Source: an optimization exercise on an open RTL-to-GDS flow (aim: a short achievable clock period and few clock cycles per item). Production flows keep margins and buffers that such runs may drop. Only simulation tests tie the RTL to the original design; equivalence was not proved. Power and IR drop assume default switching activity.

[design/flow/standard.sh]
#!/bin/bash
# synth_recipe.tcl (not shown) runs the flow's synth.tcl, then flattens the netlist and writes it again
# the make line also repeats each setting of config.mk as NAME=value (left out here)
make -C /OpenROAD-flow-scripts/flow DESIGN_CONFIG=/design/flow/config.mk WORK_HOME=/design/flow/orfs CLKGATE_MAP_FILE= SYNTH_SCRIPT=/design/flow/synth_recipe.tcl "${@:-finish}"
[design/flow/constraint.sdc]
create_clock -name core_clock -period 10.0 [get_ports {ctrl_aclk}]
set_input_delay 2.0000 -clock core_clock [delete_from_list [all_inputs] [get_ports {ctrl_aclk}]]
set_output_delay 2.0000 -clock core_clock [all_outputs]
set_load 0.01 [all_outputs]
[design/flow/flow/run.sh]
#!/bin/bash
# The standard layout, with timing repair asked to leave extra setup slack.
set -euo pipefail
export SETUP_SLACK_MARGIN=6.8
bash standard.sh > flow_make.log 2>&1
[design/flow/config.mk]
export PLATFORM = sky130hd
export DESIGN_NAME = udp_core_top
export DESIGN_NICKNAME = udp_core_top
export VERILOG_FILES = /design/flow/design.v
export SDC_FILE = /design/flow/constraint.sdc
export NUM_CORES = 4
export LEC_CHECK = 0
export CAP_MARGIN = 20
export CORE_MARGIN = 2
export CORE_UTILIZATION = 50
export CTS_CLUSTER_DIAMETER = 80
export CTS_CLUSTER_SIZE = 30
export PLACE_DENSITY = 0.65
export SLEW_MARGIN = 20
[design/flow/design.v]
`timescale 1ns/1ps
module word_fifo #(
    parameter int DEPTH = 64
) (
    input  logic        ctrl_aclk,
    input  logic        ctrl_aresetn,
    input  logic [31:0] wr_data,
    input  logic        wr_valid,
    output logic [31:0] rd_data,
    output logic        rd_valid,
    input  logic        rd_pop
);
    localparam int BD = DEPTH / 2;
    logic [31:0]    mem0 [BD];
    logic [31:0]    mem1 [BD];
    logic [BD-1:0]  wr0_oh;
    logic [BD-1:0]  wr1_oh;
    logic [BD-1:0]  nx0_oh;
    logic [BD-1:0]  nx1_oh;
    logic           wb;         
    logic           rb;         
    logic [31:0]    w2_data;
    logic           w2_v;
    logic           w2_b;
    logic [DEPTH:0] occ;
    logic [31:0]    head0;
    logic [31:0]    head1;
    logic [31:0]    pre0;
    logic [31:0]    pre1;
    logic [31:0]    after0;
    logic [31:0]    after1;
    logic           pop0;
    logic           pop1;
    logic           ge3;
    logic           ge4;
    logic           le1;
    assign rd_valid = !occ[0];
    assign rd_data  = rb ? head1 : head0;
    assign pop0     = rd_pop && !rb;
    assign pop1     = rd_pop && rb;
    assign ge3      = !(occ[0] || occ[1] || occ[2]);
    assign ge4      = ge3 && !occ[3];
    assign le1      = occ[0] || occ[1];
    always_comb begin
        after0 = '0;
        after1 = '0;
        for (int i = 0; i < BD; i++) begin
            after0 = after0 | (mem0[i] & {32{nx0_oh[i]}});
            after1 = after1 | (mem1[i] & {32{nx1_oh[i]}});
        end
    end
    always_ff @(posedge ctrl_aclk) begin
        for (int i = 0; i < BD; i++) begin
            if (wr_valid && !wb && wr0_oh[i]) begin
                mem0[i] <= wr_data;
            end
            if (wr_valid && wb && wr1_oh[i]) begin
                mem1[i] <= wr_data;
            end
        end
        w2_data <= wr_data;
        w2_b    <= wb;
        pre0    <= after0;
        pre1    <= after1;
        if (pop0) begin
            head0 <= (rb ? ge4 : ge3) ? pre0 : w2_data;
        end else if (rb ? le1 : occ[0]) begin
            head0 <= w2_data;
        end
        if (pop1) begin
            head1 <= (rb ? ge3 : ge4) ? pre1 : w2_data;
        end else if (rb ? occ[0] : le1) begin
            head1 <= w2_data;
        end
    end
    always_ff @(posedge ctrl_aclk) begin
        if (!ctrl_aresetn) begin
            wr0_oh <= BD'(1);
            wr1_oh <= BD'(1);
            nx0_oh <= BD'(2);
            nx1_oh <= BD'(2);
            wb     <= 1'b0;
            rb     <= 1'b0;
            w2_v   <= 1'b0;
            occ    <= (DEPTH + 1)'(1);
        end else begin
            w2_v <= wr_valid;
            if (wr_valid) begin
                wb <= !wb;
                if (wb) begin
                    wr1_oh <= {wr1_oh[BD-2:0], wr1_oh[BD-1]};
                end else begin
                    wr0_oh <= {wr0_oh[BD-2:0], wr0_oh[BD-1]};
                end
            end
            if (rd_pop) begin
                rb <= !rb;
            end
            if (pop0) begin
                nx0_oh <= {nx0_oh[BD-2:0], nx0_oh[BD-1]};
            end
            if (pop1) begin
                nx1_oh <= {nx1_oh[BD-2:0], nx1_oh[BD-1]};
            end
            if (w2_v && !rd_pop) begin
                occ <= occ << 1;
            end else if (rd_pop && !w2_v) begin
                occ <= occ >> 1;
            end
        end
    end
endmodule
`timescale 1ns/1ps
module udp_rx_parser (
    input  logic        ctrl_aclk,
    input  logic        ctrl_aresetn,
    input  logic [31:0] eth_rx_data,
    input  logic [3:0]  eth_rx_keep,
    input  logic        eth_rx_last,
    input  logic        eth_rx_valid,
    output logic        eth_rx_ready,
    output logic [31:0] payload_data,
    output logic [3:0]  payload_keep,
    output logic        payload_last,
    output logic        payload_valid,
    input  logic        payload_ready
);
    localparam logic [1:0] S_HDR = 2'd0, S_PAY = 2'd1, S_FLUSH = 2'd2, S_DRAIN = 2'd3;
    function automatic logic [3:0] keep_for(input logic [15:0] n);
        case (n)
            16'd0:   keep_for = 4'b0000;
            16'd1:   keep_for = 4'b0001;
            16'd2:   keep_for = 4'b0011;
            16'd3:   keep_for = 4'b0111;
            default: keep_for = 4'b1111;
        endcase
    endfunction
    logic [1:0]  state;
    logic [3:0]  beat;
    logic [31:0] rx_be;
    logic [47:0] dst_mac;
    logic [31:0] dst_ip;
    logic [15:0] ethertype;
    logic [7:0]  ver_ihl;
    logic [7:0]  proto;
    logic [15:0] udp_len;
    logic [15:0] rem;
    logic [15:0] hold;
    logic        accept;
    logic        rx_fire;
    assign rx_be   = {eth_rx_data[7:0], eth_rx_data[15:8], eth_rx_data[23:16], eth_rx_data[31:24]};
    assign udp_len = rx_be[15:0];
    assign accept = (dst_mac == 48'h02_00_00_00_00_01) && (dst_ip == 32'hc0_a8_00_01)
                 && (ethertype == 16'h0800) && (ver_ihl == 8'h45)
                 && (proto == 8'd17);
    always_comb begin
        case (state)
            S_PAY:   eth_rx_ready = (rem == '0) || payload_ready;
            S_FLUSH: eth_rx_ready = 1'b0;
            default: eth_rx_ready = 1'b1;
        endcase
    end
    assign rx_fire = eth_rx_valid && eth_rx_ready;
    assign payload_valid = (state == S_FLUSH)
                        || ((state == S_PAY) && eth_rx_valid && (rem != '0));
    assign payload_data  = (state == S_FLUSH) ? {16'h0000, hold} : {eth_rx_data[15:0], hold};
    assign payload_keep  = (state == S_FLUSH) ? keep_for((rem > 16'd2) ? 16'd2 : rem)
                                              : keep_for(rem);
    assign payload_last  = (state == S_FLUSH) || (rem <= 16'd4);
    always_ff @(posedge ctrl_aclk) begin
        if (!ctrl_aresetn) begin
            state <= S_HDR;
            beat  <= '0;
        end else begin
            case (state)
                S_HDR: begin
                    if (rx_fire) begin
                        beat <= beat + 4'd1;
                        if ((beat == 4'd9) && !accept) begin
                            state <= S_DRAIN;
                        end
                        if (beat == 4'd10) begin
                            state <= S_PAY;
                        end
                        if (eth_rx_last) begin
                            state <= ((beat == 4'd10) && (rem != '0)) ? S_FLUSH : S_HDR;
                        end
                    end
                end
                S_PAY: begin
                    if (rx_fire && eth_rx_last) begin
                        state <= (rem > 16'd4) ? S_FLUSH : S_HDR;
                    end
                end
                S_FLUSH: begin
                    if (payload_ready) begin
                        state <= S_HDR;
                    end
                end
                default: begin
                    if (rx_fire && eth_rx_last) begin
                        state <= S_HDR;
                    end
                end
            endcase
            if (rx_fire && eth_rx_last) begin
                beat <= '0;
            end
        end
    end
    always_ff @(posedge ctrl_aclk) begin
        if (rx_fire) begin
            if (state == S_HDR) begin
                case (beat)
                    4'd0: dst_mac[47:16] <= rx_be;
                    4'd1: dst_mac[15:0] <= rx_be[31:16];
                    4'd3: begin
                        ethertype <= rx_be[31:16];
                        ver_ihl   <= rx_be[15:8];
                    end
                    4'd5:  proto <= rx_be[7:0];
                    4'd7:  dst_ip[31:16] <= rx_be[15:0];
                    4'd8:  dst_ip[15:0] <= rx_be[31:16];
                    4'd9:  rem <= udp_len - 16'd8;
                    4'd10: hold <= eth_rx_data[31:16];
                    default: ;
                endcase
            end else if (state == S_PAY) begin
                hold <= eth_rx_data[31:16];
                rem  <= (rem > 16'd4) ? rem - 16'd4 : '0;
            end
        end
    end
endmodule
`timescale 1ns/1ps
module udp_tx_framer (
    input  logic        ctrl_aclk,
    input  logic        ctrl_aresetn,
    input  logic        tx_req_valid,
    output logic        tx_req_ready,
    input  logic [47:0] tx_req_dst_mac,
    input  logic [31:0] tx_req_dst_ip,
    input  logic [15:0] tx_req_src_port,
    input  logic [15:0] tx_req_dst_port,
    input  logic [15:0] tx_req_length,
    input  logic [31:0] tx_data_data,
    input  logic        tx_data_valid,
    output logic [31:0] eth_tx_data,
    output logic [3:0]  eth_tx_keep,
    output logic        eth_tx_last,
    output logic        eth_tx_valid,
    input  logic        eth_tx_ready
);
    localparam logic [47:0] SELF_MAC = 48'h02_00_00_00_00_01;
    localparam logic [31:0] SELF_IP  = 32'hc0_a8_00_01;
    function automatic logic [31:0] bswap(input logic [31:0] x);
        bswap = {x[7:0], x[15:8], x[23:16], x[31:24]};
    endfunction
    logic [47:0] r0_mac;
    logic [31:0] r0_ip;
    logic [15:0] r0_sport;
    logic [15:0] r0_dport;
    logic [15:0] r0_len;
    logic        r0_v;
    logic [47:0] nx_mac;
    logic [31:0] nx_ip;
    logic [15:0] nx_sport;
    logic [15:0] nx_dport;
    logic [15:0] nx_len;
    logic [15:0] nx_ip_len;
    logic [15:0] nx_udp_len;
    logic [15:0] nx_rem;
    logic        nx_v;
    logic [47:0] cu_mac;
    logic [31:0] cu_ip;
    logic [15:0] cu_sport;
    logic [15:0] cu_dport;
    logic [15:0] cu_ip_len;
    logic [15:0] cu_udp_len;
    logic        act;
    logic [10:0] wc;         
    logic [15:0] rem;        
    logic        lastf;      
    logic [15:0] pay_left;
    logic        plnz;       
    logic [15:0] hold;
    logic [16:0] ck_a;
    logic [16:0] ck_b;
    logic [17:0] ck_c;
    logic [16:0] ck_d;
    logic [15:0] csum;
    logic [15:0] ck_e;
    logic [31:0] s_data;
    logic        s_v;
    logic [31:0] pf_data;
    logic        pf_v;
    logic        pop;
    logic [31:0] sk_data;
    logic [3:0]  sk_keep;
    logic        sk_last;
    logic        sk_v;
    logic        need;
    logic        fire;
    logic        load;
    logic [31:0] w_data;
    logic [3:0]  w_keep;
    logic        r0_take;
    logic        o_en;
    logic [36:0] o_new;
    logic [36:0] o_cpy;
    assign need = wc[10] && plnz;
    assign fire = act && !sk_v && (!need || pf_v);
    assign pop  = fire && need;
    assign load = nx_v && (!act || (fire && lastf));
    assign r0_take = tx_req_valid && tx_req_ready;
    always_ff @(posedge ctrl_aclk) begin
        r0_mac   <= tx_req_dst_mac;
        r0_ip    <= tx_req_dst_ip;
        r0_sport <= tx_req_src_port;
        r0_dport <= tx_req_dst_port;
        r0_len   <= tx_req_length;
        s_data   <= tx_data_data;
        if (!ctrl_aresetn) begin
            r0_v         <= 1'b0;
            s_v          <= 1'b0;
            tx_req_ready <= 1'b0;
            nx_v         <= 1'b0;
        end else begin
            r0_v         <= r0_take;
            s_v          <= tx_data_valid;
            nx_v         <= r0_v || (nx_v && !load);
            tx_req_ready <= !(r0_v || (nx_v && !load)) && !r0_take;
        end
    end
    always_ff @(posedge ctrl_aclk) begin
        if (r0_v) begin
            nx_mac     <= r0_mac;
            nx_ip      <= r0_ip;
            nx_sport   <= r0_sport;
            nx_dport   <= r0_dport;
            nx_len     <= r0_len;
            nx_ip_len  <= r0_len + 16'd28;
            nx_udp_len <= r0_len + 16'd8;
            nx_rem     <= r0_len + 16'd42;
        end
    end
    always_ff @(posedge ctrl_aclk) begin
        if (!ctrl_aresetn) begin
            act <= 1'b0;
        end else if (load) begin
            act <= 1'b1;
        end else if (fire && lastf) begin
            act <= 1'b0;
        end
    end
    always_ff @(posedge ctrl_aclk) begin
        if (load) begin
            cu_mac     <= nx_mac;
            cu_ip      <= nx_ip;
            cu_sport   <= nx_sport;
            cu_dport   <= nx_dport;
            cu_ip_len  <= nx_ip_len;
            cu_udp_len <= nx_udp_len;
            wc         <= 11'd1;
            rem        <= nx_rem;
            lastf      <= (nx_rem <= 16'd4);
            pay_left   <= nx_len;
            plnz       <= (nx_len != 16'd0);
            hold       <= 16'h0000;
        end else if (fire) begin
            if (!wc[10]) begin
                wc <= wc << 1;
            end
            rem   <= rem - 16'd4;
            lastf <= (rem <= 16'd8);
            if (need) begin
                hold     <= pf_data[31:16];
                pay_left <= pay_left - 16'd4;
                plnz     <= (pay_left > 16'd4);
            end
        end
    end
    always_ff @(posedge ctrl_aclk) begin
        ck_a <= {1'b0, cu_ip[31:16]} + {1'b0, cu_ip[15:0]};
        ck_b <= {1'b0, cu_ip_len} + 17'h085bb;
        ck_c <= {1'b0, ck_a} + {1'b0, ck_b};
        ck_d <= {1'b0, ck_c[15:0]} + {15'd0, ck_c[17:16]};
        csum <= ~ck_e;
    end
    assign ck_e = ck_d[15:0] + {15'd0, ck_d[16]};
    always_comb begin
        w_data = '0;
        if (wc[0]) w_data = w_data | bswap(cu_mac[47:16]);
        if (wc[1]) w_data = w_data | bswap({cu_mac[15:0], SELF_MAC[47:32]});
        if (wc[2]) w_data = w_data | bswap(SELF_MAC[31:0]);
        if (wc[3]) w_data = w_data | bswap({16'h0800, 8'h45, 8'h00});
        if (wc[4]) w_data = w_data | bswap({cu_ip_len, 16'h0000});
        if (wc[5]) w_data = w_data | bswap({16'h0000, 8'h80, 8'd17});
        if (wc[6]) w_data = w_data | bswap({csum, SELF_IP[31:16]});
        if (wc[7]) w_data = w_data | bswap({SELF_IP[15:0], cu_ip[31:16]});
        if (wc[8]) w_data = w_data | bswap({cu_ip[15:0], cu_sport});
        if (wc[9]) w_data = w_data | bswap({cu_dport, cu_udp_len});
        if (wc[10]) w_data = w_data | {(need ? pf_data[15:0] : 16'h0000), hold};
    end
    always_comb begin
        if (rem[15:2] != 14'd0) w_keep = 4'b1111;
        else begin
            case (rem[1:0])
                2'd0:    w_keep = 4'b0000;
                2'd1:    w_keep = 4'b0001;
                2'd2:    w_keep = 4'b0011;
                default: w_keep = 4'b0111;
            endcase
        end
    end
    always_ff @(posedge ctrl_aclk) begin
        if (!ctrl_aresetn) begin
            eth_tx_valid <= 1'b0;
            sk_v         <= 1'b0;
        end else if (!eth_tx_valid || eth_tx_ready) begin
            eth_tx_valid <= sk_v || fire;
            sk_v         <= 1'b0;
        end else if (fire) begin
            sk_v <= 1'b1;
        end
    end
    assign o_en  = !eth_tx_valid || eth_tx_ready;
    assign o_new = sk_v ? {sk_last, sk_keep, sk_data} : {lastf, w_keep, w_data};
    always_ff @(posedge ctrl_aclk) begin
        {eth_tx_last, eth_tx_keep, eth_tx_data} <= o_en ? o_new : o_cpy;
        o_cpy <= o_en ? o_new : {eth_tx_last, eth_tx_keep, eth_tx_data};
        if (fire) begin
            sk_data <= w_data;
            sk_keep <= w_keep;
            sk_last <= lastf;
        end
    end
    word_fifo #(.DEPTH(64)) pay_fifo (
        .ctrl_aclk    (ctrl_aclk),
        .ctrl_aresetn (ctrl_aresetn),
        .wr_data      (s_data),
        .wr_valid     (s_v),
        .rd_data      (pf_data),
        .rd_valid     (pf_v),
        .rd_pop       (pop)
    );
endmodule
`timescale 1ns/1ps
module udp_core_top (
    input  logic        ctrl_aclk,
    input  logic        ctrl_aresetn,
    input  logic [31:0] eth_rx_data,
    input  logic [3:0]  eth_rx_keep,
    input  logic        eth_rx_last,
    input  logic        eth_rx_valid,
    output logic        eth_rx_ready,
    output logic [31:0] eth_tx_data,
    output logic [3:0]  eth_tx_keep,
    output logic        eth_tx_last,
    output logic        eth_tx_valid,
    input  logic        eth_tx_ready,
    input  logic        tx_req_valid,
    output logic        tx_req_ready,
    input  logic [47:0] tx_req_dst_mac,
    input  logic [31:0] tx_req_dst_ip,
    input  logic [15:0] tx_req_src_port,
    input  logic [15:0] tx_req_dst_port,
    input  logic [15:0] tx_req_length,
    input  logic [31:0] tx_data_data,
    input  logic [3:0]  tx_data_keep,
    input  logic        tx_data_last,
    input  logic        tx_data_valid,
    output logic [31:0] rx_payload_data,
    output logic [3:0]  rx_payload_keep,
    output logic        rx_payload_last,
    output logic        rx_payload_valid,
    input  logic        rx_payload_ready
);
    logic [31:0] ri_data;
    logic        ri_last;
    logic        ri_v;
    logic [31:0] rs_data;
    logic        rs_last;
    logic        rs_v;
    logic        ri_ready;
    logic        rs_v_n;
    logic [31:0] rxp_data;
    logic [3:0]  rxp_keep;
    logic        rxp_last;
    logic        rxp_valid;
    logic        rxp_fire;
    logic [31:0] os_data;
    logic [3:0]  os_keep;
    logic        os_last;
    logic        os_v;
    logic        o_en;
    logic [36:0] o_new;
    logic [36:0] o_cpy;
    always_comb begin
        if (!ri_v || ri_ready) begin
            rs_v_n = 1'b0;
        end else begin
            rs_v_n = rs_v || eth_rx_valid;
        end
    end
    always_ff @(posedge ctrl_aclk) begin
        if (!ctrl_aresetn) begin
            ri_v         <= 1'b0;
            rs_v         <= 1'b0;
            eth_rx_ready <= 1'b1;
        end else begin
            if (!ri_v || ri_ready) begin
                ri_v <= rs_v || eth_rx_valid;
            end
            rs_v         <= rs_v_n;
            eth_rx_ready <= !rs_v_n;
        end
    end
    always_ff @(posedge ctrl_aclk) begin
        if (!ri_v || ri_ready) begin
            ri_data <= rs_v ? rs_data : eth_rx_data;
            ri_last <= rs_v ? rs_last : eth_rx_last;
        end
        if (!rs_v) begin
            rs_data <= eth_rx_data;
            rs_last <= eth_rx_last;
        end
    end
    udp_rx_parser rx_parser (
        .ctrl_aclk     (ctrl_aclk),
        .ctrl_aresetn  (ctrl_aresetn),
        .eth_rx_data   (ri_data),
        .eth_rx_keep   (4'b1111),
        .eth_rx_last   (ri_last),
        .eth_rx_valid  (ri_v),
        .eth_rx_ready  (ri_ready),
        .payload_data  (rxp_data),
        .payload_keep  (rxp_keep),
        .payload_last  (rxp_last),
        .payload_valid (rxp_valid),
        .payload_ready (!os_v)
    );
    assign rxp_fire = rxp_valid && !os_v;
    always_ff @(posedge ctrl_aclk) begin
        if (!ctrl_aresetn) begin
            rx_payload_valid <= 1'b0;
            os_v             <= 1'b0;
        end else if (!rx_payload_valid || rx_payload_ready) begin
            rx_payload_valid <= os_v || rxp_fire;
            os_v             <= 1'b0;
        end else if (rxp_fire) begin
            os_v <= 1'b1;
        end
    end
    assign o_en  = !rx_payload_valid || rx_payload_ready;
    assign o_new = os_v ? {os_last, os_keep, os_data} : {rxp_last, rxp_keep, rxp_data};
    always_ff @(posedge ctrl_aclk) begin
        {rx_payload_last, rx_payload_keep, rx_payload_data} <= o_en ? o_new : o_cpy;
        o_cpy <= o_en ? o_new : {rx_payload_last, rx_payload_keep, rx_payload_data};
        if (!os_v) begin
            os_data <= rxp_data;
            os_keep <= rxp_keep;
            os_last <= rxp_last;
        end
    end
    udp_tx_framer tx_framer (
        .ctrl_aclk       (ctrl_aclk),
        .ctrl_aresetn    (ctrl_aresetn),
        .tx_req_valid    (tx_req_valid),
        .tx_req_ready    (tx_req_ready),
        .tx_req_dst_mac  (tx_req_dst_mac),
        .tx_req_dst_ip   (tx_req_dst_ip),
        .tx_req_src_port (tx_req_src_port),
        .tx_req_dst_port (tx_req_dst_port),
        .tx_req_length   (tx_req_length),
        .tx_data_data    (tx_data_data),
        .tx_data_valid   (tx_data_valid),
        .eth_tx_data     (eth_tx_data),
        .eth_tx_keep     (eth_tx_keep),
        .eth_tx_last     (eth_tx_last),
        .eth_tx_valid    (eth_tx_valid),
        .eth_tx_ready    (eth_tx_ready)
    );
endmodule
==> results.toml, run 1 <==
[run_status]
status = "no timing/DRC/antenna violations"

[synthesis]
synthDistinctLibCells = 72
synth_seq_cells = 3472
synth_top_area_share_pct = 66.5
synth_compound_area_share_pct = 10.0
synth_xor_xnor_area_share_pct = 1.07
synth_async_sr_flop_share_pct = 0
synth_cells = 7370
synth_area_per_cell_um2 = 16.6
synth_top_area_cell = "edfxtp_1"
ys_seq_area_share_pct = 79.0
syn_nets = 7639
syn_area_mm2 = 0.122
synth_edf_count = 2709
ys_warn_count = 6
synthFlopType = "edfxtp_1"
synth_top_family_by_area = "compound AO/OA/AOI/OAI gates"
synthSimpleGateAreaFrac_pct = 5.66
synth_area_leaders = "edfxtp_1 (66%), dfxtp_1 (12%), a22oi_1 (4.9%), nand2_1 (1.2%), clkbuf_1 (1.1%)"
synth_mux_area_share_pct = 2.13
synth_fa_ha_area_share_pct = 0.632

[power_and_ir_drop]
power_leakage_nw = 43.2
switchingPower_mw = 5.18
p_clk_share_pct = 31.0
share_seq_of_total_power_pct = 66.3
finalPower_mw = 24.3
vdd_drop_max_mv = 0.212
cellPowerDensity_mw_per_mm2 = 181
sw_frac_of_total_pct = 21.3
internal_power_mw = 19.1
power_frac_comb_pct = 2.8

[setup_path]
worstSetupPathType = "flop to output port"
startpoint = "tx_framer.eth_tx_data[10]"
start_kind = "flop"
path_depth = 1
critPathTopFamily = "flip-flops"
cp_slowest_cell = "dfxtp_4"
reg2reg_depth = 6
crit_buf_inv = 1
crit_chain = "buf_6"
r2r_end = "tx_framer.eth_tx_data[26]"
r2r_slack_ns = 6.77
cp-end-kind = "output port"
crit_arrival_ns = 1.41
crit_end = "eth_tx_data[10]"
critical_path.max_fanout = 2
timing.critical_path.required_ns = 8.00
cpPeakStageDelay_ns = 0.42
r2r_start = "tx_framer.pay_fifo.rb"

[timing]
slew_violations = 0
post-route-period-util_pct = 34.1
fin_setup_tns_ns = 0
worst_slew_pin_slew_ns = 1.12
slew_headroom_pct = 23.0
setup_violations = 0
final.setup_skew_ns = 0.0525
holdWs_ns = 0.391
hold_violations = 0
setup_ws_ns = 6.59
min_period_ns = 3.41
rsz0062_at_grt = "true"
fmax_ghz = 0.293

[drt]
totalWireLength_mm = 360
dr.pass1.iters = 6
drc_errors = 0
drt-initial-drc-count = 12360
num_vias = 70275
antenna_left = 0
vias_per_cell = 6.49
wire_per_inst_um = 33.3

[cts]
cts-root-buf = "clkbuf_16"
cts_tree = "yes"
htree_levels = 4
clock_path_buffers = 3
clk_latency_ns = 0.89
cts_num_sinks = 3472
cts_buffers = 146
cts.clk_slew.worst_paths_ns = 0.11

[grt]
grt_pass1_wl_mm = 497
grt.total_usage_pct = 28.2
overflow = 0
grt_pass1_vias = 65670
met3_usage_pct = 5.52
grt_use_met2_pct = 43.2
met1_usage_pct = 41.3
antenna_found_initial = 20
grt_max_degree = 143
top_usage_layer = "met2"

[floorplanning]
core_mm2 = 0.243
io_pins = 287
die_y_um = 499
die_x_um = 499
die_area_mm2 = 0.249
rows = 181
initial_core_util_pct = 50.3

[cells_and_area]
post-route-cell-area_mm2 = 0.134
stdcell_count = 10828
drive_gt1_share_pct = 10.3
final_core_util_pct = 55.1
final_common_cell = "edfxtp_1"
area_growth_pct = 9.56
final_cell_mix = "edfxtp_1 (2,709), a22oi_1 (798), dfxtp_1 (585), nand2_1 (400), clkdlybuf4s50_1 (198)"
final_nets = 7770

[hold_path]
hp-class = "flop to flop"
worstHoldStart = "tx_framer.nx_ip_len[4]"

[place]
port_buffers = 277
gp_congestion = 0.855
place_ws_ns = 5.42
dpl-instance-area_mm2 = 0.129
placed_cells = 10527
dp_hpwl_mm = 191

[job]
drv_cap = 0
layer usage:
layer | share of wire [%] | wire length (µm)
met1 | 39 | 140000
met5 | 0.011 | 41
met3 | 13 | 46000
met4 | 3.1 | 11200
met2 | 45 | 163000
flip-flops by register name (all words and copies together), names as in the netlist, 37 cells and up:
register                 flops
tx_framer.pay_fifo.mem0   1024
tx_framer.pay_fifo.mem1   1024
tx_framer.pay_fifo.occ      65
rx_parser.dst_mac           48
tx_framer.cu_mac            48
tx_framer.nx_mac            48
tx_framer.r0_mac            48
o_cpy                       37
tx_framer.o_cpy             37
power by group through the flow:
stage / logic, mW / clock network, mW / registers [mW]
CTS: 0.672 / 7.57 / 16.1
global route: 0.721 / 8.03 / 16.1
detailed placement: 0.655 / 0 / 16.4
finish: 0.675 / 7.52 / 16.1
floorplan: 0.323 / 0 / 16.3
global placement: 0.643 / 0 / 16.4
synth_stat cells, drive strengths merged, types with 85 or more instances:
master and number:
and2 190, nand2 403, a22o 137, xnor2 85, mux2 97, clkbuf 374, o21ai 122, o21a 137
edfxtp 2709, dfxtp 763, mux2i 140, nand3 195, nor2 145, a22oi 798, nand4 145, a221oi 136
cell families (layout without fill, tap and decap cells):
kind of cell,Yosys count,after routing
flops,3472,3472
compound gates,1630,1630
xor+xnor,150,150
simple gates,1337,1338
mux,237,237
other cells,0,4
fa+ha+maj,60,60
buf+inv,484,735
area by class of cell:
class                   instances  area (µm²)
clock buffers                 216        4080
clock inverters                53         638
inverters                      51         204
flip-flops and latches       3472       97000
well taps                    3202        4010
multi-input cells            3415       24100
diodes                          4        10.0
fillers                     18843      109000
repair buffers                415        4000
repair_timing:
| item | CTS | global route |
|---|---|---|
| gates resized for setup | 516 | 14 |
| setup buffers | 19 | 8 |
| setup endpoints to repair | 428 | 324 |
| gates cloned | 1 | 0 |
| hold buffers | 0 | 0 |
| pin swaps | 2 | 1 |
worst min path at each step:
stage | slack (ns) | cells past startpoint | to
2_1_floorplan | 0.39 | 0 | tx_framer.nx_dport[0]
3_3_place_gp | 0.39 | 0 | tx_framer.nx_mac[46]
3_5_place_dp | 0.39 | 0 | tx_framer.nx_mac[27]
4_1_cts | 0.39 | 0 | tx_framer.cu_ip_len[4]
5_1_grt | 0.41 | 0 | tx_framer.cu_mac[2]
6_report | 0.39 | 0 | tx_framer.cu_ip_len[4]
Testbench counts, summed over its fixed seeds: cycles 52,143, tx frames 1,200.
==> run 2: changes to the inputs <==
--- a/design/flow/design.v
+++ b/design/flow/design.v
@@ -309,3 +309,3 @@
     logic [36:0] o_new;
-    logic [36:0] o_cpy;
+    logic [36:0] o_cpy_n;
     assign need = wc[10] && plnz;
@@ -429,4 +429,6 @@
     always_ff @(posedge ctrl_aclk) begin
-        {eth_tx_last, eth_tx_keep, eth_tx_data} <= o_en ? o_new : o_cpy;
-        o_cpy <= o_en ? o_new : {eth_tx_last, eth_tx_keep, eth_tx_data};
+        {eth_tx_last, eth_tx_keep, eth_tx_data} <= o_en ? o_new : ~o_cpy_n;
+        if (o_en) begin
+            o_cpy_n <= ~o_new;
+        end
         if (fire) begin
@@ -497,3 +499,3 @@
     logic [36:0] o_new;
-    logic [36:0] o_cpy;
+    logic [36:0] o_cpy_n;
     always_comb begin
@@ -557,4 +559,6 @@
     always_ff @(posedge ctrl_aclk) begin
-        {rx_payload_last, rx_payload_keep, rx_payload_data} <= o_en ? o_new : o_cpy;
-        o_cpy <= o_en ? o_new : {rx_payload_last, rx_payload_keep, rx_payload_data};
+        {rx_payload_last, rx_payload_keep, rx_payload_data} <= o_en ? o_new : ~o_cpy_n;
+        if (o_en) begin
+            o_cpy_n <= ~o_new;
+        end
         if (!os_v) begin
==> design/flow/flow/run.sh (replaced) <==
#!/bin/bash
# The standard layout, with timing repair asked to leave extra setup slack.
set -euo pipefail
export SETUP_SLACK_MARGIN=7.0
bash standard.sh > flow_make.log 2>&1
==> run 2 against run 1 <==
Count of clock-buffer cells in the layout is 7 lower. Register-to-register slack better by 0.27 ns. Combinational power is 3.1% higher. Critical path depth stayed put. Power is 0.57% higher. Wire length is 1.6% lower. Setup slack better by 0.048 ns. Sequential power hardly changed. Critical endpoint is now eth_tx_keep[3]. Largest power group unchanged.
==> results.toml, run 2 <==
[cts]
cts-root-buf = "clkbuf_16"
clk_latency_ns = 0.87
htree_levels = 4
cts_tree = "yes"
cts_num_sinks = 3472
cts.clk_slew.worst_paths_ns = 0.11
cts_buffers = 145
clock_path_buffers = 3
holdBufCountCts = 0

[setup_path]
reg2reg_depth = 5
crit_end = "eth_tx_keep[3]"
start_kind = "flop"
r2r_slack_ns = 7.04
critical_path.max_fanout = 1
crit_chain = "buf_6"
cpPeakStageDelay_ns = 0.41
worstSetupPathType = "flop to output port"
timing.critical_path.required_ns = 8.00
crit_buf_inv = 1
path_depth = 1
r2r_start = "tx_framer.s_v"
cp-end-kind = "output port"
r2r_end = "tx_framer.pay_fifo.mem0[16][18]"
startpoint = "tx_framer.eth_tx_keep[3]"
cp_slowest_cell = "dfxtp_4"
crit_arrival_ns = 1.36
critPathTopFamily = "flip-flops"

[power_and_ir_drop]
cellPowerDensity_mw_per_mm2 = 183
power_leakage_nw = 43.5
vdd_drop_max_mv = 0.189
finalPower_mw = 24.4

[grt]
overflow = 0
grt_pass1_wl_mm = 491
antenna_found_initial = 20
grt.total_usage_pct = 27.9
grt_max_degree = 144
grt_pass1_vias = 64880

[synthesis]
synth_area_leaders = "edfxtp_1 (69%), dfxtp_1 (11%), a22oi_1 (4.9%), mux2i_1 (2.0%), clkbuf_1 (1.1%)"
synth_top_area_share_pct = 68.6
synth_edf_count = 2783
ys_top_cells_by_count = "edfxtp_1 (2,783), a22oi_1 (798), dfxtp_1 (689)"
synth_async_sr_flop_share_pct = 0
syn_area_mm2 = 0.122
synth_top_area_cell = "edfxtp_1"
synth_seq_cells = 3472
yosysMostFrequentCell = "edfxtp_1"
syn_nets = 7506
synthFlopType = "edfxtp_1"
synthDistinctLibCells = 68
ys_seq_area_share_pct = 79.9
ys_warn_count = 6
synth_cells = 7237
synth_area_per_cell_um2 = 16.8

[place]
dp_hpwl_mm = 186
gp_congestion = 0.840
port_buffers = 277
placed_cells = 10461

[cells_and_area]
multi_input_area_mm2 = 0.0225
final_nets = 7682
stdcell_count = 10733
fillers = 18760
drive_gt1_share_pct = 10.3
final_common_cell = "edfxtp_1"
area_growth_pct = 9.47
reg_top3 = "tx_framer.pay_fifo.mem0 (1024), tx_framer.pay_fifo.mem1 (1024), tx_framer.pay_fifo.occ (65)"
ff_latch_area_mm2 = 0.0976
final_cell_mix = "edfxtp_1 (2,783), a22oi_1 (798), dfxtp_1 (553), nand2_1 (350), a21oi_1 (247)"

[floorplanning]
die_area_mm2 = 0.248
die_x_um = 498
core_mm2 = 0.243
io_pins = 287
die_y_um = 498
rows = 181
initial_core_util_pct = 50.2

[drt]
num_vias = 69857
drc_errors = 0
totalWireLength_mm = 355
antenna_left = 0
dr.pass1.iters = 8
drt-initial-drc-count = 11536
vias_per_cell = 6.51
wire_per_inst_um = 33.0

[timing]
setup_violations = 0
final.setup_skew_ns = 0.0557
rsz0062_at_grt = "true"
worst_slew_pin_slew_ns = 1.15
fmax_ghz = 0.297
post-route-period-util_pct = 33.6
fin_setup_tns_ns = 0
slew_headroom_pct = 23.4
slew_violations = 0
hold_violations = 0
min_period_ns = 3.36

[hold_path]
hp-class = "flop to flop"

[run_status]
status = "no timing/DRC/antenna violations"

[job]
drv_cap = 0
[run 2: changes by cell type in the layout (fill, tap and decap cells not counted), sizes merged, moves of 50 or more]
cell    change
dfxtp      -74
o21ai      -72
nor2       +95
and2      -156
inv        +65
a21oi     +195
a21boi     -67
mux2i     +107
a21o       -50
edfxtp     +74
o21a      -131
nand2      -51
[run 2: logic make-up (layout without fill, tap and decap cells)]
logic type	after synthesis	count (layout)	share of synthesized area [%]
other	0	7	0
AND/OR/NAND/NOR	1181	1183	4.80
buffers and inverters	533	818	1.66
multiplexers	344	344	2.93
XOR/XNOR	147	147	1.06
flip-flops	3472	3472	79.9
adder cells (fa/ha/maj)	60	60	0.635
AO/OA/AOI/OAI	1500	1500	8.98
[run 2: timing repair]
action / CTS / global route
cloned: 2 / 1
endpoints found under the hold margin: 0 / 0
resized for setup: 393 / 34
setup buffers: 3 / 0
pin swaps: 3 / 0
setup endpoints to repair: 924 / 505
[run 2: worst min path at each step]
stage                           start                     end  slack [ns]  depth (start not counted)
6_report         tx_framer.r0_mac[27]    tx_framer.nx_mac[27]        0.41                          0
5_1_grt        tx_framer.nx_ip_len[7]  tx_framer.cu_ip_len[7]        0.42                          0
4_1_cts         tx_framer.r0_dport[6]   tx_framer.nx_dport[6]        0.41                          0
3_5_place_dp   tx_framer.r0_dport[12]  tx_framer.nx_dport[12]        0.39                          0
3_3_place_gp      tx_framer.r0_ip[12]     tx_framer.nx_ip[12]        0.39                          0
2_1_floorplan   tx_framer.r0_dport[0]   tx_framer.nx_dport[0]        0.39                          0
[run 2: layer usage]
metal,part of all wire [%],global-route usage [%],vias to the layer above
met2,45,42.8,4795
met3,12,5.37,596
met1,39,40.4,35777
met5,0.0096,0.116,-
met4,3.4,8.57,6
li1,-,-,28683
[run 2: report_power, final]
part           total, mW  internal [mW]  switching, mW  leakage (nW)
sequential          16.2           15.9          0.302          31.1
clock               7.56           3.10           4.46          2.29
combinational      0.696          0.292          0.404          10.1
[run 2: area by class of cell]
| class | instances | share of cell area (%) |
|---|---|---|
| well taps | 3202 | 3.01 |
| inverters | 122 | 0.377 |
| repair inverters | 1 | 0.00845 |
| multi-input cells | 3234 | 16.9 |
| clock buffers | 209 | 3.04 |
| flip-flops and latches | 3472 | 73.2 |
| clock inverters | 49 | 0.527 |
| repair buffers | 437 | 2.92 |
| diodes | 7 | 0.0131 |
[run 2: stage by stage]
stage / worst slack, ns / hold slack (ns) / util [%] / cell area (µm²)
finish: 6.64 / 0.405 / 54.9 / 133000
global route: 6.57 / 0.420 / 54.9 / 133000
detailed placement: 5.31 / 0.391 / 52.9 / 128000
CTS: 6.54 / 0.407 / 54.8 / 133000
global placement: 5.37 / 0.387 / 52.9 / 128000
floorplan: 7.01 / 0.386 / - / 122000
Testbench counts of run 2, summed over its fixed seeds: cycles 52,143, tx frames 1,200.
==> run 3: changes to the inputs <==
--- a/design/flow/config.mk
+++ b/design/flow/config.mk
@@ -10,3 +10,3 @@
 export CORE_UTILIZATION = 50
-export CTS_CLUSTER_DIAMETER = 80
+export CTS_CLUSTER_DIAMETER = 55
 export CTS_CLUSTER_SIZE = 30
==> run 3 against run 2 <==
Fmax down 1.6%. Non-clock buffer count is the same. Clock power increased by about 40%. Synthesized cell count unchanged. Largest cell class unchanged. Still clean. Largest power group unchanged.
==> results.toml, run 3 <==
[timing]
min_period_ns = 3.42
final.setup_skew_ns = 0.0745
slew_violations = 0
fmax_ghz = 0.293
post-route-period-util_pct = 34.2
hold_violations = 0
fin_setup_tns_ns = 0
slew_headroom_pct = 20.4
rsz0062_at_grt = "true"
worst_slew_pin_slew_ns = 1.16
setup_violations = 0

[cts]
clk_latency_ns = 0.94
cts_buffers = 220
clock_path_buffers = 3
htree_levels = 4
holdBufCountCts = 0
cts_tree = "yes"
cts-root-buf = "clkbuf_16"
cts_num_sinks = 3472
cts.clk_slew.worst_paths_ns = 0.10

[drt]
antenna_left = 0
wl_met1_mm = 137
drc_errors = 0
routed.top_layer = "met5"
drt-initial-drc-count = 11296
wl_met3_mm = 46.2
wire_per_inst_um = 32.7
vias_per_cell = 6.45
totalWireLength_mm = 357
num_vias = 70345
met2_length_mm = 160
dr.pass1.iters = 6

[power_and_ir_drop]
vdd_drop_max_mv = 0.191
p_clk_share_pct = 38.5
power_leakage_nw = 45.3
share_seq_of_total_power_pct = 59.0
power_frac_comb_pct = 2.5
internal_power_mw = 21.0
cellPowerDensity_mw_per_mm2 = 200
switchingPower_mw = 6.42
sw_frac_of_total_pct = 23.4

[place]
gp_congestion = 0.840
dpl-instance-area_mm2 = 0.128
port_buffers = 277
dp_hpwl_mm = 186

[hold_path]
holdPathStages = 0
hp-class = "flop to flop"

[floorplanning]
rows = 181
die_y_um = 498
initial_core_util_pct = 50.2
die_area_mm2 = 0.248
core_mm2 = 0.243
io_pins = 287
die_x_um = 498

[cells_and_area]
final_common_cell = "edfxtp_1"
fillers = 18368
final_cell_mix = "edfxtp_1 (2,783), a22oi_1 (798), dfxtp_1 (553), nand2_1 (350), a21oi_1 (247)"
drive_gt1_share_pct = 12.9
reg_top3 = "tx_framer.pay_fifo.mem0 (1024), tx_framer.pay_fifo.mem1 (1024), tx_framer.pay_fifo.occ (65)"
final_nets = 7757
area_growth_pct = 12.6
post-route-cell-area_mm2 = 0.137

[setup_path]
crit_buf_inv = 1
cpPeakStageDelay_ns = 0.40
worstSetupPathType = "flop to output port"
crit_chain = "buf_6"
critPathTopFamily = "flip-flops"
critical_path.max_fanout = 1
start_kind = "flop"
timing.critical_path.required_ns = 8.00
cp_slowest_cell = "dfxtp_4"
crit_arrival_ns = 1.42
reg2reg_depth = 5
cp-end-kind = "output port"
path_depth = 1

[synthesis]
synth_area_leaders = "edfxtp_1 (69%), dfxtp_1 (11%), a22oi_1 (4.9%), mux2i_1 (2.0%), clkbuf_1 (1.1%)"
synth_cells = 7237
synth_edf_count = 2783
synthFlopType = "edfxtp_1"
syn_area_mm2 = 0.122
yosysMostFrequentCell = "edfxtp_1"
ys_seq_area_share_pct = 79.9
ys_warn_count = 6
synth_seq_cells = 3472
synth_top_area_cell = "edfxtp_1"
synth_area_per_cell_um2 = 16.8
syn_nets = 7506
synthDistinctLibCells = 68
ys_top_cells_by_count = "edfxtp_1 (2,783), a22oi_1 (798), dfxtp_1 (689)"
synth_async_sr_flop_share_pct = 0
synth_top_area_share_pct = 68.6

[grt]
grt.total_usage_pct = 28.1
grt_max_degree = 144
grt_pass1_vias = 65918
overflow = 0
antenna_found_initial = 20
grt_pass1_wl_mm = 496

[job]
drv_cap = 0

[run_status]
status = "no timing/DRC/antenna violations"
run 3: power by group through the flow:
| stage | Combinational, mW | Clock, mW | Sequential (mW) |
|---|---|---|---|
| 2_1_floorplan | 0.338 | 0 | 16.4 |
| 3_3_place_gp | 0.693 | 0 | 16.5 |
| 3_5_place_dp | 0.706 | 0 | 16.5 |
| 4_1_cts | 0.686 | 10.7 | 16.2 |
| 5_1_grt | 0.748 | 11.2 | 16.2 |
| 6_report | 0.695 | 10.6 | 16.2 |
run 3: kinds of logic (layout without fill, tap and decap cells):
group                    after synthesis  count (layout)  share of synthesized area (%)
multiplexers                         344             344                           2.93
buffers and inverters                533             981                           1.66
AO/OA/AOI/OAI                       1500            1500                           8.98
flip-flops                          3472            3472                           79.9
AND/OR/NAND/NOR                     1181            1184                           4.80
XOR/XNOR                             147             147                           1.06
other                                  0               8                              0
adder cells (fa/ha/maj)               60              60                          0.635
run 3: final cells by class:
type / count / area (µm²) / share of cell area, %
sequential: 3472 / 97600 / 71.2
multi-input combinational: 3235 / 22500 / 16.4
clock buffer: 230 / 5670 / 4.13
tap: 3202 / 4010 / 2.92
timing repair buffer: 437 / 3880 / 2.83
clock inverter: 192 / 2920 / 2.13
inverter: 122 / 489 / 0.357
antenna: 8 / 20.0 / 0.0146
run 3: worst paths after layout:
check                           slack [ns]                              end                     start
worst max-delay path                  6.58                   eth_tx_keep[3]  tx_framer.eth_tx_keep[3]
worst min-delay path                  0.39             tx_framer.cu_mac[16]      tx_framer.nx_mac[16]
worst max register to register        7.06  tx_framer.pay_fifo.mem0[16][30]             tx_framer.s_v
worst min register to register        0.39             tx_framer.cu_mac[16]      tx_framer.nx_mac[16]
run 3: through the flow:
stage | cells | util [%] | hold WS, ns | worst slack [ns] | total power [mW]
after global placement | 10461 | 52.9 | 0.387 | 5.37 | 17.2
final | 10898 | 56.5 | 0.393 | 6.58 | 27.4
after CTS | 10888 | 56.4 | 0.393 | 6.49 | 27.5
after detailed placement | 10461 | 52.9 | 0.391 | 5.31 | 17.2
after floorplan | 7237 | - | 0.386 | 7.01 | 16.7
after global routing | 10892 | 56.5 | 0.401 | 6.52 | 28.2
run 3: layer usage:
metal  GRT usage [%]  vias up
li1                -    28999
met1            40.5    35817
met2            42.8     4877
met3            5.99      646
met4            9.26        6
met5           0.116        -
run 3: timing repair:
action                                  CTS  global route
resized for setup                       382            38
cloned                                    3             0
pin swaps                                 2             1
endpoints found under the setup margin  649           399
setup buffers                             2             1
run 3: worst reg2reg max path, delay by kind of cell, from the launching register on:
kind / cells / cell delay (ns)
simple gates: 2 / 0.45
buf+inv: 3 / 1.41
flops: 1 / 0.72
==> run 4: changes to the inputs <==
--- a/design/flow/config.mk
+++ b/design/flow/config.mk
@@ -10,5 +10,5 @@
 export CORE_UTILIZATION = 50
-export CTS_CLUSTER_DIAMETER = 55
+export CTS_CLUSTER_DIAMETER = 80
 export CTS_CLUSTER_SIZE = 30
-export PLACE_DENSITY = 0.65
+export PLACE_DENSITY = 0.78
 export SLEW_MARGIN = 20
==> run 4 against run 3 <==
First-iteration DRC count is 24% higher. Area after synthesis stayed put. Cell area down 2.6%. Global-route usage is 1.1 points lower. Combinational power shrank 3%. Cell count down 1.4%. Setup slack gained 0.075 ns. Core utilization shrank 1.5 points. Non-clock buffer count fell by 4.
==> results.toml, run 4 <==
[run_status]
status = "no timing/DRC/antenna violations"

[floorplanning]
io_pins = 287
initial_core_util_pct = 50.2
die_y_um = 498
die_area_mm2 = 0.248
rows = 181
core_mm2 = 0.243
die_x_um = 498

[setup_path]
path_depth = 1
critical_path.max_fanout = 1
r2r_end = "tx_framer.eth_tx_data[26]"
cp-end-kind = "output port"
start_kind = "flop"
cpPeakStageDelay_ns = 0.33
crit_buf_inv = 1
crit_end = "eth_tx_data[6]"
reg2reg_depth = 5
timing.critical_path.required_ns = 8.00
crit_arrival_ns = 1.34
critPathTopFamily = "flip-flops"
r2r_start = "tx_framer.pay_fifo.rb"
crit_chain = "buf_2"
startpoint = "tx_framer.eth_tx_data[6]"
r2r_slack_ns = 7.00
cp_slowest_cell = "dfxtp_2"
worstSetupPathType = "flop to output port"

[drt]
wire_per_inst_um = 32.3
vias_per_cell = 6.60
dr.pass1.iters = 8
drt-initial-drc-count = 14002
antenna_left = 0
num_vias = 70874
totalWireLength_mm = 347
drc_errors = 0

[hold_path]
hp-class = "flop to flop"

[grt]
met1_usage_pct = 37.0
met3_usage_pct = 8.02
top_usage_layer = "met2"
overflow = 0
grt_pass1_vias = 66675
grt_max_degree = 133
grt_use_met2_pct = 40.4
grt_pass1_wl_mm = 480
antenna_found_initial = 16
grt.total_usage_pct = 27.0

[timing]
setup_ws_ns = 6.66
slew_headroom_pct = 18.7
worst_slew_pin_slew_ns = 1.19
fmax_ghz = 0.299
post-route-period-util_pct = 33.4
final.setup_skew_ns = 0.0666
slew_violations = 0
hold_violations = 0
setup_violations = 0
fin_setup_tns_ns = 0
min_period_ns = 3.34
rsz0062_at_grt = "true"

[cts]
clock_path_buffers = 3
cts-root-buf = "clkbuf_16"
htree_levels = 4
cts_buffers = 147
cts_tree = "yes"
clk_latency_ns = 0.88
holdBufCountCts = 0
cts.clk_slew.worst_paths_ns = 0.12
cts_num_sinks = 3472

[place]
port_buffers = 277
place_ws_ns = 4.57
dp_hpwl_mm = 180
gp_congestion = 0.860

[synthesis]
syn_area_mm2 = 0.122
ys_top_cells_by_count = "edfxtp_1 (2,783), a22oi_1 (798), dfxtp_1 (689)"
synth_async_sr_flop_share_pct = 0
synth_cells = 7237
synth_top_area_share_pct = 68.6
synth_edf_count = 2783
ys_seq_area_share_pct = 79.9
synth_area_leaders = "edfxtp_1 (69%), dfxtp_1 (11%), a22oi_1 (4.9%), mux2i_1 (2.0%), clkbuf_1 (1.1%)"
yosysMostFrequentCell = "edfxtp_1"
synthFlopType = "edfxtp_1"
synth_seq_cells = 3472
ys_warn_count = 6
synthDistinctLibCells = 68
synth_top_area_cell = "edfxtp_1"
syn_nets = 7506
synth_area_per_cell_um2 = 16.8

[power_and_ir_drop]
switchingPower_mw = 5.17
internal_power_mw = 19.3
share_seq_of_total_power_pct = 66.2
p_clk_share_pct = 31.0
power_frac_comb_pct = 2.8
cellPowerDensity_mw_per_mm2 = 183
power_leakage_nw = 43.5
vdd_drop_max_mv = 0.212
sw_frac_of_total_pct = 21.1

[cells_and_area]
final_common_cell = "edfxtp_1"
final_nets = 7682
drive_gt1_share_pct = 10.4
final_cell_mix = "edfxtp_1 (2,783), a22oi_1 (798), dfxtp_1 (542), nand2_1 (350), a21oi_1 (247)"
fillers = 17922
reg_top3 = "tx_framer.pay_fifo.mem0 (1024), tx_framer.pay_fifo.mem1 (1024), tx_framer.pay_fifo.occ (65)"
area_growth_pct = 9.68

[job]
drv_cap = 0
-- run 4: cell types whose count changed in the layout (fill, tap and decap cells not counted), moves of 14 or more --
cell	change
inv_12	-21
clkbuf_1	+62
inv_6	-23
inv_16	-18
clkbuf_16	-72
dfxtp_2	+14
clkinv_8	-36
clkinv_4	-15
-- run 4: cell families after synthesis --
group                      Yosys count  share of synthesized area (%)
DFF                               3472                           79.9
muxes                              344                           2.93
AOI/OAI and AO/OA                 1500                           8.98
xor gates and xnor gates           147                           1.06
buffers and inverters              533                           1.66
and+or+nand+nor                   1181                           4.80
adders and majority gates           60                          0.635
-- run 4: repair_timing --
item / 4_1_cts / 5_1_grt
setup endpoints to repair: 2518 / 392
cloned: 3 / 2
setup buffers: 6 / 1
gates resized for setup: 400 / 56
pin swaps: 4 / 2
-- run 4: cell type report --
class	count	area [µm²]	area share, %
multi-input cells	3236	22600	16.9
clock inverters	49	778	0.583
clock buffers	220	4100	3.07
repair inverters	1	8.76	0.00656
diodes	5	12.5	0.00937
repair buffers	433	3970	2.98
flip-flops and latches	3472	97600	73.1
well taps	3202	4010	3.00
inverters	122	505	0.378
-- run 4: worst min-delay path by stage --
stage	slack, ns	cells after the start	from	end
2_1_floorplan	0.39	0	tx_framer.r0_dport[0]	tx_framer.nx_dport[0]
3_3_place_gp	0.39	0	tx_framer.r0_dport[2]	tx_framer.nx_dport[2]
3_5_place_dp	0.39	0	tx_framer.r0_dport[11]	tx_framer.nx_dport[11]
4_1_cts	0.39	0	tx_framer.r0_mac[21]	tx_framer.nx_mac[21]
5_1_grt	0.39	0	tx_framer.r0_mac[21]	tx_framer.nx_mac[21]
6_report	0.39	0	tx_framer.r0_mac[21]	tx_framer.nx_mac[21]
-- run 4: power groups by stage --
| stage | registers (mW) | logic (mW) | clock network, mW |
|---|---|---|---|
| detailed placement | 16.5 | 0.667 | 0 |
| global placement | 16.5 | 0.651 | 0 |
| CTS | 16.2 | 0.657 | 7.63 |
| global route | 16.3 | 0.724 | 8.10 |
| finish | 16.2 | 0.676 | 7.60 |
| floorplan | 16.4 | 0.338 | 0 |
-- run 4: layer usage --
metal | part of all wire, % | routed length, µm | vias to the layer above
li1 | - | - | 28700
met1 | 35 | 122000 | 34989
met2 | 44 | 153000 | 6296
met3 | 16 | 55100 | 881
met4 | 4.7 | 16400 | 8
met5 | 0.015 | 51 | -
-- run 4: per-stage QoR --
| step | hold WS (ns) | power (mW) | area, µm² | utilization [%] | cells |
|---|---|---|---|---|---|
| after floorplan | 0.386 | 16.7 | 122000 | - | 7237 |
| after global placement | 0.389 | 17.2 | 128000 | 52.8 | 10453 |
| after detailed placement | 0.389 | 17.2 | 128000 | 52.8 | 10453 |
| after CTS | 0.387 | 24.5 | 133000 | 54.9 | 10731 |
| after global routing | 0.395 | 25.1 | 134000 | 55.0 | 10736 |
| final | 0.388 | 24.5 | 134000 | 55.0 | 10740 |
==> run 5: changes to the inputs <==
--- a/design/flow/config.mk
+++ b/design/flow/config.mk
@@ -12,3 +12,3 @@
 export CTS_CLUSTER_SIZE = 30
-export PLACE_DENSITY = 0.78
+export PLACE_DENSITY = 0.88
 export SLEW_MARGIN = 20
==> run 5 against run 4 <==
Still clean on timing, DRC and antenna. Area after synthesis unchanged. Global-route usage increased by 0.75 points. Setup slack got worse by 0.0024 ns. Core utilization decreased by 0.13 points. Sequential share of layout area increased by 0.14 points. Sequential power about the same. Wire length increased by 3.6%. Critical endpoint is now eth_tx_data[16]. Largest cell class unchanged. Largest power group unchanged. Highest routed layer unchanged.
==> results.toml, run 5 <==
[floorplanning]
initial_core_util_pct = 50.2
die_y_um = 498
io_pins = 287
die_x_um = 498
rows = 181
die_area_mm2 = 0.248
core_mm2 = 0.243

[timing]
slew_headroom_pct = 20.7
worst_slew_pin_slew_ns = 1.19
final.setup_skew_ns = 0.0665
hold_violations = 0
rsz0062_at_grt = "true"
slew_violations = 0
post-route-period-util_pct = 33.5
holdWs_ns = 0.384
fin_setup_tns_ns = 0
setup_ws_ns = 6.65
min_period_ns = 3.35
setup_violations = 0
fmax_ghz = 0.299

[cts]
clk_latency_ns = 0.87
cts-root-buf = "clkbuf_16"
cts_tree = "yes"
cts.clk_slew.worst_paths_ns = 0.11
clock_path_buffers = 3
cts_num_sinks = 3472
cts_buffers = 141
htree_levels = 4

[drt]
drc_errors = 0
num_vias = 73570
wire_per_inst_um = 33.4
totalWireLength_mm = 359
drt-initial-drc-count = 15339
antenna_left = 0
vias_per_cell = 6.84
dr.pass1.iters = 14

[hold_path]
holdPathStages = 0
hold_end = "tx_framer.cu_ip[6]"
worstHoldStart = "tx_framer.nx_ip[6]"
hp-class = "flop to flop"

[synthesis]
yosysMostFrequentCell = "edfxtp_1"
synth_area_leaders = "edfxtp_1 (69%), dfxtp_1 (11%), a22oi_1 (4.9%), mux2i_1 (2.0%), clkbuf_1 (1.1%)"
ys_seq_area_share_pct = 79.9
synthFlopType = "edfxtp_1"
synthDistinctLibCells = 68
syn_area_mm2 = 0.122
synth_top_area_share_pct = 68.6
synth_top_area_cell = "edfxtp_1"
synth_area_per_cell_um2 = 16.8
synth_async_sr_flop_share_pct = 0
synth_seq_cells = 3472
synth_edf_count = 2783
ys_top_cells_by_count = "edfxtp_1 (2,783), a22oi_1 (798), dfxtp_1 (689)"
ys_warn_count = 6
syn_nets = 7506
synth_cells = 7237

[cells_and_area]
ff_latch_area_mm2 = 0.0976
multi_input_area_mm2 = 0.0225
area_growth_pct = 9.42
final_common_cell = "edfxtp_1"
reg_top3 = "tx_framer.pay_fifo.mem0 (1024), tx_framer.pay_fifo.mem1 (1024), tx_framer.pay_fifo.occ (65)"
final_nets = 7690
final_cell_mix = "edfxtp_1 (2,783), a22oi_1 (798), dfxtp_1 (582), nand2_1 (350), a21oi_1 (247)"
post-route-cell-area_mm2 = 0.133
fillers = 17206
drive_gt1_share_pct = 9.15

[job]
drv_cap = 0

[setup_path]
crit_arrival_ns = 1.35
critical_path.max_fanout = 1
start_kind = "flop"
cp_slowest_cell = "dfxtp_4"
cp-end-kind = "output port"
critPathTopFamily = "flip-flops"
r2r_start = "tx_framer.pay_fifo.rb"
r2r_end = "tx_framer.eth_tx_data[19]"
cpPeakStageDelay_ns = 0.37
crit_buf_inv = 1
reg2reg_depth = 5
timing.critical_path.required_ns = 8.00
worstSetupPathType = "flop to output port"
r2r_slack_ns = 6.85
crit_chain = "buf_6"

[place]
gp_congestion = 0.882
port_buffers = 277
dpl-instance-area_mm2 = 0.128
place_ws_ns = 5.72
dp_hpwl_mm = 192

[grt]
grt_max_degree = 131
grt_pass1_wl_mm = 497
overflow = 0
antenna_found_initial = 20
grt.total_usage_pct = 27.8
grt_pass1_vias = 70236

[power_and_ir_drop]
cellPowerDensity_mw_per_mm2 = 182
power_leakage_nw = 43.2
vdd_drop_max_mv = 0.166
finalPower_mw = 24.3

[run_status]
status = "no timing/DRC/antenna violations"
[run 5: worst max-delay path by stage]
stage / cells past startpoint / slack, ns / start / endpoint
2_1_floorplan: 3 / 7.01 / eth_tx_ready / tx_framer.o_cpy_n[0]
3_3_place_gp: 5 / 5.77 / ctrl_aresetn / tx_framer.pay_fifo.occ[61]
3_5_place_dp: 5 / 5.72 / ctrl_aresetn / tx_framer.pay_fifo.occ[63]
4_1_cts: 1 / 6.60 / tx_framer.eth_tx_data[16] / eth_tx_data[16]
5_1_grt: 1 / 6.62 / tx_framer.eth_tx_data[16] / eth_tx_data[16]
6_report: 1 / 6.65 / tx_framer.eth_tx_data[16] / eth_tx_data[16]
[run 5: timing repair]
item | in CTS | in global routing
resized for setup | 406 | 47
gates cloned | 1 | 1
endpoints found under the setup margin | 579 | 1350
hold buffers | 0 | 0
pin swaps | 3 | 0
buffers inserted | 8 | 0
[run 5: where the power goes]
part           internal, mW  switching [mW]  total (mW)
clock                  2.94            4.38        7.32
sequential             15.9           0.332        16.2
combinational         0.304           0.418       0.722
total                  19.1            5.13        24.3
[run 5: logic make-up (layout without fill, tap and decap cells)]
logic type / count (synthesis) / in the layout / synth area share (%)
muxes: 344 / 344 / 2.93
other: 0 / 10 / 0
and+or+nand+nor: 1181 / 1182 / 4.80
adders and majority gates: 60 / 60 / 0.635
xor gates and xnor gates: 147 / 147 / 1.06
buffers and inverters: 533 / 836 / 1.66
DFF: 3472 / 3472 / 79.9
AOI/OAI and AO/OA: 1500 / 1500 / 8.98
[run 5: metrics by stage]
stage               utilization (%)  cells
global placement               52.9  10468
finish                         54.9  10753
floorplan                         -   7237
global route                   54.9  10745
detailed placement             52.9  10468
CTS                            54.7  10740
[run 5: area by class of cell]
cell class	count	area share, %
timing repair buffer	451	3.12
tap	3202	3.01
clock buffer	228	2.98
inverter	122	0.363
antenna	10	0.0188
clock inverter	35	0.396
multi-input combinational	3233	16.9
sequential	3472	73.2
[run 5: per-layer routing]
metal	vias up	global-route usage, %	share of wire [%]
li1	28690	-	-
met1	35050	34.7	31
met2	8014	41.7	43
met3	1794	9.67	18
met4	22	17.0	7.8
met5	-	0.0386	0.075
==> run 6: changes to the inputs <==
--- a/design/flow/config.mk
+++ b/design/flow/config.mk
@@ -9,6 +9,6 @@
 export CORE_MARGIN = 2
-export CORE_UTILIZATION = 50
+export CORE_UTILIZATION = 60
 export CTS_CLUSTER_DIAMETER = 80
 export CTS_CLUSTER_SIZE = 30
-export PLACE_DENSITY = 0.88
+export PLACE_DENSITY = 0.7
 export SLEW_MARGIN = 20
==> run 6 against run 5 <==
Cell area fell by 0.34%. Sequential power about the same. Fmax decreased by 0.93%. Still clean on timing, DRC and antenna. Critical path type unchanged. Largest cell class unchanged. Synthesized cell count unchanged.
==> results.toml, run 6 <==
[setup_path]
cpPeakStageDelay_ns = 0.41
cp-end-kind = "output port"
r2r_end = "tx_framer.eth_tx_data[30]"
r2r_slack_ns = 7.04
critPathTopFamily = "flip-flops"
crit_arrival_ns = 1.38
crit_buf_inv = 1
r2r_start = "tx_framer.pay_fifo.rb"
cp_slowest_cell = "dfxtp_4"
critical_path.max_fanout = 1
reg2reg_depth = 5
crit_chain = "buf_6"
start_kind = "flop"
worstSetupPathType = "flop to output port"
timing.critical_path.required_ns = 8.00

[hold_path]
hp-class = "flop to flop"
worstHoldStart = "tx_framer.r0_sport[6]"
hold_end = "tx_framer.nx_sport[6]"
holdPathStages = 0

[cts]
cts_tree = "yes"
htree_levels = 4
cts_num_sinks = 3472
cts-root-buf = "clkbuf_16"
cts_buffers = 143
holdBufCountCts = 0
cts.clk_slew.worst_paths_ns = 0.11
clk_latency_ns = 0.87
clock_path_buffers = 3

[cells_and_area]
final_nets = 7687
final_cell_mix = "edfxtp_1 (2,783), a22oi_1 (798), dfxtp_1 (545), nand2_1 (350), a21oi_1 (247)"
reg_top3 = "tx_framer.pay_fifo.mem0 (1024), tx_framer.pay_fifo.mem1 (1024), tx_framer.pay_fifo.occ (65)"
final_common_cell = "edfxtp_1"
post-route-cell-area_mm2 = 0.133
stdcell_count = 10222
drive_gt1_share_pct = 10.5
area_growth_pct = 9.04

[timing]
setup_ws_ns = 6.62
fmax_ghz = 0.296
slew_headroom_pct = 20.2
slew_violations = 0
post-route-period-util_pct = 33.8
fin_setup_tns_ns = 0
hold_violations = 0
worst_slew_pin_slew_ns = 1.19
min_period_ns = 3.38
final.setup_skew_ns = 0.0383
rsz0062_at_grt = "true"
setup_violations = 0

[synthesis]
synth_async_sr_flop_share_pct = 0
syn_area_mm2 = 0.122
synth_top_area_share_pct = 68.6
synthFlopType = "edfxtp_1"
synth_edf_count = 2783
synth_area_per_cell_um2 = 16.8
synthDistinctLibCells = 68
ys_seq_area_share_pct = 79.9
yosysMostFrequentCell = "edfxtp_1"
synth_top_area_cell = "edfxtp_1"
syn_nets = 7506
ys_top_cells_by_count = "edfxtp_1 (2,783), a22oi_1 (798), dfxtp_1 (689)"
synth_cells = 7237
ys_warn_count = 6
synth_seq_cells = 3472
synth_area_leaders = "edfxtp_1 (69%), dfxtp_1 (11%), a22oi_1 (4.9%), mux2i_1 (2.0%), clkbuf_1 (1.1%)"

[drt]
drc_errors = 0
antenna_left = 0
wire_per_inst_um = 34.0
dr.pass1.iters = 9
drt-initial-drc-count = 12837
num_vias = 70076
totalWireLength_mm = 348
vias_per_cell = 6.86

[run_status]
status = "no timing/DRC/antenna violations"

[floorplanning]
core_mm2 = 0.202
initial_core_util_pct = 60.3
io_pins = 287
rows = 165
die_y_um = 455
die_x_um = 455
die_area_mm2 = 0.207

[grt]
grt_max_degree = 147
grt_pass1_vias = 64928
overflow = 0
grt_pass1_wl_mm = 479
antenna_found_initial = 10
grt.total_usage_pct = 33.1

[place]
gp_congestion = 0.838
dp_hpwl_mm = 178
placed_cells = 9932
place_ws_ns = 5.46
port_buffers = 277
dpl-instance-area_mm2 = 0.128

[power_and_ir_drop]
vdd_drop_max_mv = 0.178
power_leakage_nw = 43.5
cellPowerDensity_mw_per_mm2 = 184

[job]
drv_cap = 0
## run 6: area by class of cell
type | count | area (µm²)
antenna | 10 | 25.0
sequential | 3472 | 97600
timing repair buffer | 446 | 4060
multi-input combinational | 3233 | 22500
clock inverter | 43 | 527
fill | 13675 | 69100
clock buffer | 224 | 4200
inverter | 122 | 492
tap | 2672 | 3340
## run 6: cell families after synthesis
family                     after synthesis  synth area share, %
DFF                                   3472                 79.9
AOI/OAI and AO/OA                     1500                 8.98
and+or+nand+nor                       1181                 4.80
buffers and inverters                  533                 1.66
muxes                                  344                 2.93
xor gates and xnor gates               147                 1.06
adders and majority gates               60                0.635
## run 6: worst max-delay path by stage
stage                     slack (ns)                      start  cells past startpoint                            end
after global routing            6.59  tx_framer.eth_tx_data[31]                      1                eth_tx_data[31]
after global placement          5.51               ctrl_aresetn                      5          tx_framer.pay_fifo.wb
after floorplan                 7.01               eth_tx_ready                      3           tx_framer.o_cpy_n[0]
after CTS                       6.58  tx_framer.eth_tx_data[17]                      1                eth_tx_data[17]
after detailed placement        5.46               ctrl_aresetn                      5  tx_framer.pay_fifo.wr0_oh[14]
final                           6.62  tx_framer.eth_tx_data[31]                      1                eth_tx_data[31]
## run 6: power by group
group	switching (mW)	internal (mW)	total, mW	leakage, nW
logic	0.387	0.303	0.690	10.1
registers	0.312	15.9	16.2	31.1
clock network	4.36	3.15	7.51	2.27
## run 6: stage by stage
step	hold slack (ns)	power [mW]	util (%)
2_1_floorplan	0.386	16.7	-
5_1_grt	0.418	25.0	65.8
3_3_place_gp	0.389	17.2	63.2
6_report	0.404	24.4	65.8
3_5_place_dp	0.389	17.2	63.2
4_1_cts	0.406	24.4	65.6
## run 6: metal layers
metal | up-vias | track usage, % | part of all wire [%]
met5 | - | 0 | 0.016
met4 | 8 | 12.8 | 4.7
met3 | 740 | 7.24 | 14
met2 | 5318 | 50.4 | 45
met1 | 35294 | 47.3 | 36
li1 | 28716 | - | -
## run 6: repair_timing
action,4_1_cts,5_1_grt
endpoints found under the setup margin,542,325
setup buffers,7,5
pin swaps,3,3
resized for setup,418,31
gates cloned,1,0

-- static timing again, ports no longer ideal --
The flow's constraints put no driver on any port. The routed layouts listed below were extracted and timed again, unchanged, in two steps. Step 1, drivers: a clkbuf_16 drives ctrl_aclk and a buf_2 each remaining input, both assumed. Step 2 moves the port delays by t, midway between the first and last clock arrival at a register: inputs arrive t later, outputs are due t later. That takes back most of the time a late clock gives input paths. Slacks: no drivers / after step 1 / after step 2; pairs: no drivers / after step 1.
| run | shift t [ns] | setup slack, ns | hold slack, ns | clock arrival spread, ns |
|---|---|---|---|---|
| run 1 | 0.958 | 6.587 / 6.492 / 6.052 | 0.391 / 0.391 / 0.391 | 0.060 / 0.060 |
| run 2 | 0.951 | 6.636 / 6.531 / 6.091 | 0.405 / 0.405 / 0.405 | 0.058 / 0.058 |
| run 3 | 1.003 | 6.581 / 6.476 / 6.115 | 0.393 / 0.393 / 0.393 | 0.084 / 0.084 |
| run 4 | 0.940 | 6.657 / 6.565 / 6.170 | 0.388 / 0.388 / 0.388 | 0.069 / 0.069 |
| run 5 | 0.934 | 6.654 / 6.559 / 6.168 | 0.384 / 0.384 / 0.384 | 0.079 / 0.078 |
| run 6 | 0.935 | 6.623 / 6.534 / 6.204 | 0.404 / 0.404 / 0.404 | 0.039 / 0.039 |
After both steps every run listed still meets setup and hold. For run 2, which loses most, drivers alone change the setup slack by -0.105 ns; drivers and shift together by -0.545 ns.
